Background: an optimization exercise with open tools, aiming at small area and few clock cycles per item. Do not read the settings as production practice.
The RTL was checked by simulation tests, not by an equivalence proof against the original design.
Power is estimated from default activity; no workload was simulated.

==> flow/design.v <==
package hs32_pkg;
    localparam logic [7:0] OP_NOP  = 8'h00;
    localparam logic [7:0] OP_MOVI = 8'h01;
    localparam logic [7:0] OP_MOV  = 8'h02;
    localparam logic [7:0] OP_ADD  = 8'h10;
    localparam logic [7:0] OP_SUB  = 8'h11;
    localparam logic [7:0] OP_AND  = 8'h12;
    localparam logic [7:0] OP_OR   = 8'h13;
    localparam logic [7:0] OP_XOR  = 8'h14;
    localparam logic [7:0] OP_ADDI = 8'h18;
    localparam int OPC_HI = 31;
    localparam int OPC_LO = 24;
    localparam int RD_HI  = 23;
    localparam int RD_LO  = 20;
    localparam int RM_HI  = 19;
    localparam int RM_LO  = 16;
    localparam int RN_HI  = 15;
    localparam int RN_LO  = 12;
    localparam int IMM_HI = 15;
    localparam int IMM_LO = 0;
    localparam logic [2:0] C_MOVI = 3'd0;
    localparam logic [2:0] C_MOV  = 3'd1;
    localparam logic [2:0] C_ADD  = 3'd2;
    localparam logic [2:0] C_SUB  = 3'd3;
    localparam logic [2:0] C_AND  = 3'd4;
    localparam logic [2:0] C_OR   = 3'd5;
    localparam logic [2:0] C_XOR  = 3'd6;
    localparam logic [2:0] C_ADDI = 3'd7;
    function automatic logic op_writes(input logic [7:0] opc);
        logic w;
        case (opc)
            OP_MOVI, OP_MOV, OP_ADD, OP_SUB, OP_AND,
            OP_OR, OP_XOR, OP_ADDI: w = 1'b1;
            default:                w = 1'b0;
        endcase
        op_writes = w;
    endfunction
    function automatic logic [2:0] op_code(input logic [7:0] opc);
        logic [2:0] c;
        case (opc)
            OP_MOVI: c = C_MOVI;
            OP_MOV:  c = C_MOV;
            OP_ADD:  c = C_ADD;
            OP_SUB:  c = C_SUB;
            OP_AND:  c = C_AND;
            OP_OR:   c = C_OR;
            OP_XOR:  c = C_XOR;
            default: c = C_ADDI;
        endcase
        op_code = c;
    endfunction
endpackage
module hs32_regfile (
    input  logic        clk,
    input  logic        reset,
    input  logic        rp1_bank_i,
    input  logic [3:0]  rp1_addr_i,
    output logic [31:0] rp1_data_o,
    input  logic        rp2_bank_i,
    input  logic [3:0]  rp2_addr_i,
    output logic [31:0] rp2_data_o,
    input  logic        wp1_we_i,
    input  logic        wp1_bank_i,
    input  logic [3:0]  wp1_addr_i,
    input  logic [31:0] wp1_data_i
);
    logic [31:0] regs_q [32];
    logic [31:0] written_q;
    logic [31:0] wsel_s, rsel1_s, rsel2_s;
    always_comb begin
        for (int i = 0; i < 32; i++) begin
            wsel_s[i]  = wp1_we_i && ({wp1_bank_i, wp1_addr_i} == 5'(i));
            rsel1_s[i] = written_q[i] && ({rp1_bank_i, rp1_addr_i} == 5'(i));
            rsel2_s[i] = written_q[i] && ({rp2_bank_i, rp2_addr_i} == 5'(i));
        end
    end
    always_ff @(posedge clk) begin
        for (int i = 0; i < 32; i++) begin
            if (wsel_s[i]) begin
                regs_q[i] <= wp1_data_i;
            end
        end
    end
    always_ff @(posedge clk) begin
        if (reset) begin
            written_q <= 32'h0000_0000;
        end else begin
            written_q <= written_q | wsel_s;
        end
    end
    always_comb begin
        rp1_data_o = 32'h0000_0000;
        rp2_data_o = 32'h0000_0000;
        for (int i = 0; i < 32; i++) begin
            rp1_data_o = rp1_data_o | ({32{rsel1_s[i]}} & regs_q[i]);
            rp2_data_o = rp2_data_o | ({32{rsel2_s[i]}} & regs_q[i]);
        end
    end
endmodule
module hs32_pipeline
#(
    parameter logic [31:0] RESET_VECTOR_REGS = 32'h0000_0000
) (
    input  logic        clk,
    input  logic        reset,
    input  logic        valid_i,
    output logic        ready_o,
    input  logic [31:0] op_i,
    input  logic        banksel_i,
    output logic        valid_o,
    input  logic        ready_i,
    output logic [31:0] data_o
);
    logic        in_bank_s, writes_s, push_s, exec_s, pop_s;
    logic        d_v_q;
    logic [2:0]  d_code_q;
    logic [3:0]  d_rd_q, d_rm_q;
    logic [15:0] d_imm_q;
    logic        d_bank_q;
    logic        t_v_q, t_push_s, d_push_s;
    logic [28:0] t_ins_q, in_ins_s;
    logic [31:0] imm_s, rf_a_s, rf_b_s, alu_s, add_a_s, add_b_s, sum_s;
    logic [31:0] out_q;
    logic [31:0] op_a_s, op_b_s;
    logic        wb_v_q, wb_bank_q, fwd_a_s, fwd_b_s;
    logic [3:0]  wb_rd_q;
    logic        out_v_q;
    assign in_bank_s = banksel_i;
    assign writes_s = hs32_pkg::op_writes(op_i[hs32_pkg::OPC_HI:hs32_pkg::OPC_LO]);
    assign in_ins_s = {hs32_pkg::op_code(op_i[hs32_pkg::OPC_HI:hs32_pkg::OPC_LO]),
                       op_i[hs32_pkg::RD_HI:hs32_pkg::RD_LO],
                       op_i[hs32_pkg::RM_HI:hs32_pkg::RM_LO],
                       op_i[hs32_pkg::IMM_HI:hs32_pkg::IMM_LO],
                       in_bank_s};
    assign pop_s    = out_v_q && ready_i;
    assign exec_s   = d_v_q && (!out_v_q || ready_i) && !reset;
    assign ready_o  = !writes_s || !t_v_q || exec_s;
    assign push_s   = valid_i && ready_o && writes_s && !reset;
    assign t_push_s = push_s && d_v_q && (t_v_q || !exec_s);
    assign d_push_s = push_s && !t_push_s;
    always_ff @(posedge clk) begin
        if (t_push_s) begin
            t_ins_q <= in_ins_s;
        end
    end
    always_ff @(posedge clk) begin
        if (d_push_s) begin
            {d_code_q, d_rd_q, d_rm_q, d_imm_q, d_bank_q} <= in_ins_s;
        end else if (exec_s && t_v_q) begin
            {d_code_q, d_rd_q, d_rm_q, d_imm_q, d_bank_q} <= t_ins_q;
        end
    end
    always_ff @(posedge clk) begin
        if (reset) begin
            d_v_q   <= 1'b0;
            t_v_q   <= 1'b0;
            out_v_q <= 1'b0;
        end else begin
            d_v_q   <= push_s || t_v_q || (d_v_q && !exec_s);
            t_v_q   <= t_push_s || (t_v_q && !exec_s);
            out_v_q <= exec_s || (out_v_q && !pop_s);
        end
    end
    assign imm_s = {16'h0000, d_imm_q};
    hs32_regfile regfile (
        .clk        (clk),
        .reset      (reset),
        .rp1_bank_i (d_bank_q),
        .rp1_addr_i (d_rm_q),
        .rp1_data_o (rf_a_s),
        .rp2_bank_i (d_bank_q),
        .rp2_addr_i (d_imm_q[hs32_pkg::RN_HI:hs32_pkg::RN_LO]),
        .rp2_data_o (rf_b_s),
        .wp1_we_i   (wb_v_q),
        .wp1_bank_i (wb_bank_q),
        .wp1_addr_i (wb_rd_q),
        .wp1_data_i (out_q)
    );
    always_ff @(posedge clk) begin
        wb_rd_q   <= d_rd_q;
        wb_bank_q <= d_bank_q;
    end
    always_ff @(posedge clk) begin
        if (reset) begin
            wb_v_q <= 1'b0;
        end else begin
            wb_v_q <= exec_s;
        end
    end
    assign fwd_a_s = wb_v_q && (wb_bank_q == d_bank_q) && (wb_rd_q == d_rm_q);
    assign fwd_b_s = wb_v_q && (wb_bank_q == d_bank_q) &&
                     (wb_rd_q == d_imm_q[hs32_pkg::RN_HI:hs32_pkg::RN_LO]);
    assign op_a_s  = fwd_a_s ? out_q : rf_a_s;
    assign op_b_s  = fwd_b_s ? out_q : rf_b_s;
    always_comb begin
        add_a_s = (d_code_q == hs32_pkg::C_MOVI) ? 32'h0000_0000 : op_a_s;
        case (d_code_q)
            hs32_pkg::C_MOVI, hs32_pkg::C_ADDI: add_b_s = imm_s;
            hs32_pkg::C_ADD:                    add_b_s = op_b_s;
            hs32_pkg::C_SUB:                    add_b_s = ~op_b_s;
            default:                            add_b_s = 32'h0000_0000;
        endcase
        sum_s = add_a_s + add_b_s + {31'h0, d_code_q == hs32_pkg::C_SUB};
        case (d_code_q)
            hs32_pkg::C_AND: alu_s = op_a_s & op_b_s;
            hs32_pkg::C_OR:  alu_s = op_a_s | op_b_s;
            hs32_pkg::C_XOR: alu_s = op_a_s ^ op_b_s;
            default:         alu_s = sum_s;
        endcase
    end
    always_ff @(posedge clk) begin
        if (exec_s) begin
            out_q <= alu_s;
        end
    end
    assign valid_o = out_v_q;
    assign data_o  = out_q;
endmodule
Settings: LEC_CHECK=0, CAP_MARGIN=20, CORE_MARGIN=2, CORE_UTILIZATION=50, CTS_CLUSTER_DIAMETER=80, CTS_CLUSTER_SIZE=24, SETUP_SLACK_MARGIN=0.05, SLEW_MARGIN=20; clock period 7.0 ns.
run.sh (not shown) runs the stock make flow with config.mk's settings and CLKGATE_MAP_FILE= SYNTH_SCRIPT=/design/flow/synth_recipe.tcl, a recipe that flattens the netlist after the stock synthesis.
Testbench counts at the start, summed over its fixed seeds: cycles 25,824, items 24,000.
Next try:
==> flow/flow/run.sh (new file) <==
#!/bin/bash
set -euo pipefail
W=$(pwd)
bash "$W/standard.sh" \
  "CTS_ARGS=-sink_clustering_enable -repair_clock_nets -sink_clustering_size 24 -sink_clustering_max_diameter 80 -dont_use_dummy_load" \
  "BUFFER_PORTS_ARGS=-buffer_cell sky130_fd_sc_hd__buf_1" \
  finish > "$W/flow_make.log" 2>&1
test -s "$W/out/final.def"
==> flow/standard.sh (new file) <==
#!/bin/bash
# synth_recipe.tcl (not shown) runs the flow's synth.tcl, then flattens the netlist and writes it again
# the make line also repeats each setting of config.mk as NAME=value (left out here)
make -C /OpenROAD-flow-scripts/flow DESIGN_CONFIG=/design/flow/config.mk WORK_HOME=/design/flow/orfs CLKGATE_MAP_FILE= SYNTH_SCRIPT=/design/flow/synth_recipe.tcl "${@:-finish}"
Settings changed: CTS_CLUSTER_DIAMETER 80 to unset, CTS_CLUSTER_SIZE 24 to unset.
removed: flow/run.sh
Worst setup slack is worse by 0.18 ns. Routed wire length decreases by about 0.64%. Total power decreases by 2.8%. Sequential power is about the same. Cell count decreases by 0.32%. Hold slack is about the same. Fmax decreases by about 2.7%.
Next try:
==> flow/run.sh (new file) <==
#!/bin/bash
# synth_recipe.tcl (not shown) runs the flow's synth.tcl, then flattens the netlist and writes it again
# the make line also repeats each setting of config.mk as NAME=value (left out here)
make -C /OpenROAD-flow-scripts/flow DESIGN_CONFIG=/design/flow/config.mk WORK_HOME=/design/flow/orfs CLKGATE_MAP_FILE= SYNTH_SCRIPT=/design/flow/synth_recipe.tcl finish
Settings changed: SETUP_SLACK_MARGIN 0.05 to 0.1.
removed: flow/flow/run.sh
removed: flow/standard.sh
After rerunning:
- The changed run produced a clean layout
- worst setup slack improves by 0.20 ns
- routed wire length came out higher by 1.3%
- count of clock-buffer cells in the layout climbs by 92
- die area stays the same
- synthesized area does not change
- hold slack is worse by 0.0083 ns
Next try:
Settings changed: CTS_BUF_LIST set to sky130_fd_sc_hd__clkbuf_8.
Outcome: Count of clock-buffer cells in the layout rises by 41. Flip-flop and latch count is unchanged. Synthesized area stays the same. Worst setup slack loses 0.089 ns. First-iteration DRC count increases by 8.2%.

re-timing with driven ports:
The results above use ideal ports. As a check the final layouts listed here were re-extracted and re-timed, cells and wires unchanged. Step 1, drivers: a clkbuf_16 drives clk and a buf_2 each remaining input, both assumed. Step 2 moves the port delays by t, midway between the first and last clock arrival at a register: inputs arrive t later, outputs are due t later. That takes back most of the time a late clock gives input paths. Three values: ideal, step 1, step 2; two values: the first two.
| run | t, ns | slack for setup (ns) | hold WS [ns] |
|---|---|---|---|
| the first run | 0.830 | 0.471 / 0.471 / 0.471 | 0.350 / 0.350 / 0.350 |
| the second run | 0.784 | 0.291 / 0.291 / 0.291 | 0.347 / 0.347 / 0.347 |
| the third run | 0.820 | 0.492 / 0.492 / 0.492 | 0.339 / 0.339 / 0.339 |
| the fourth run | 0.966 | 0.403 / 0.403 / 0.403 | 0.339 / 0.339 / 0.339 |
After both steps setup and hold are still met in every run listed.
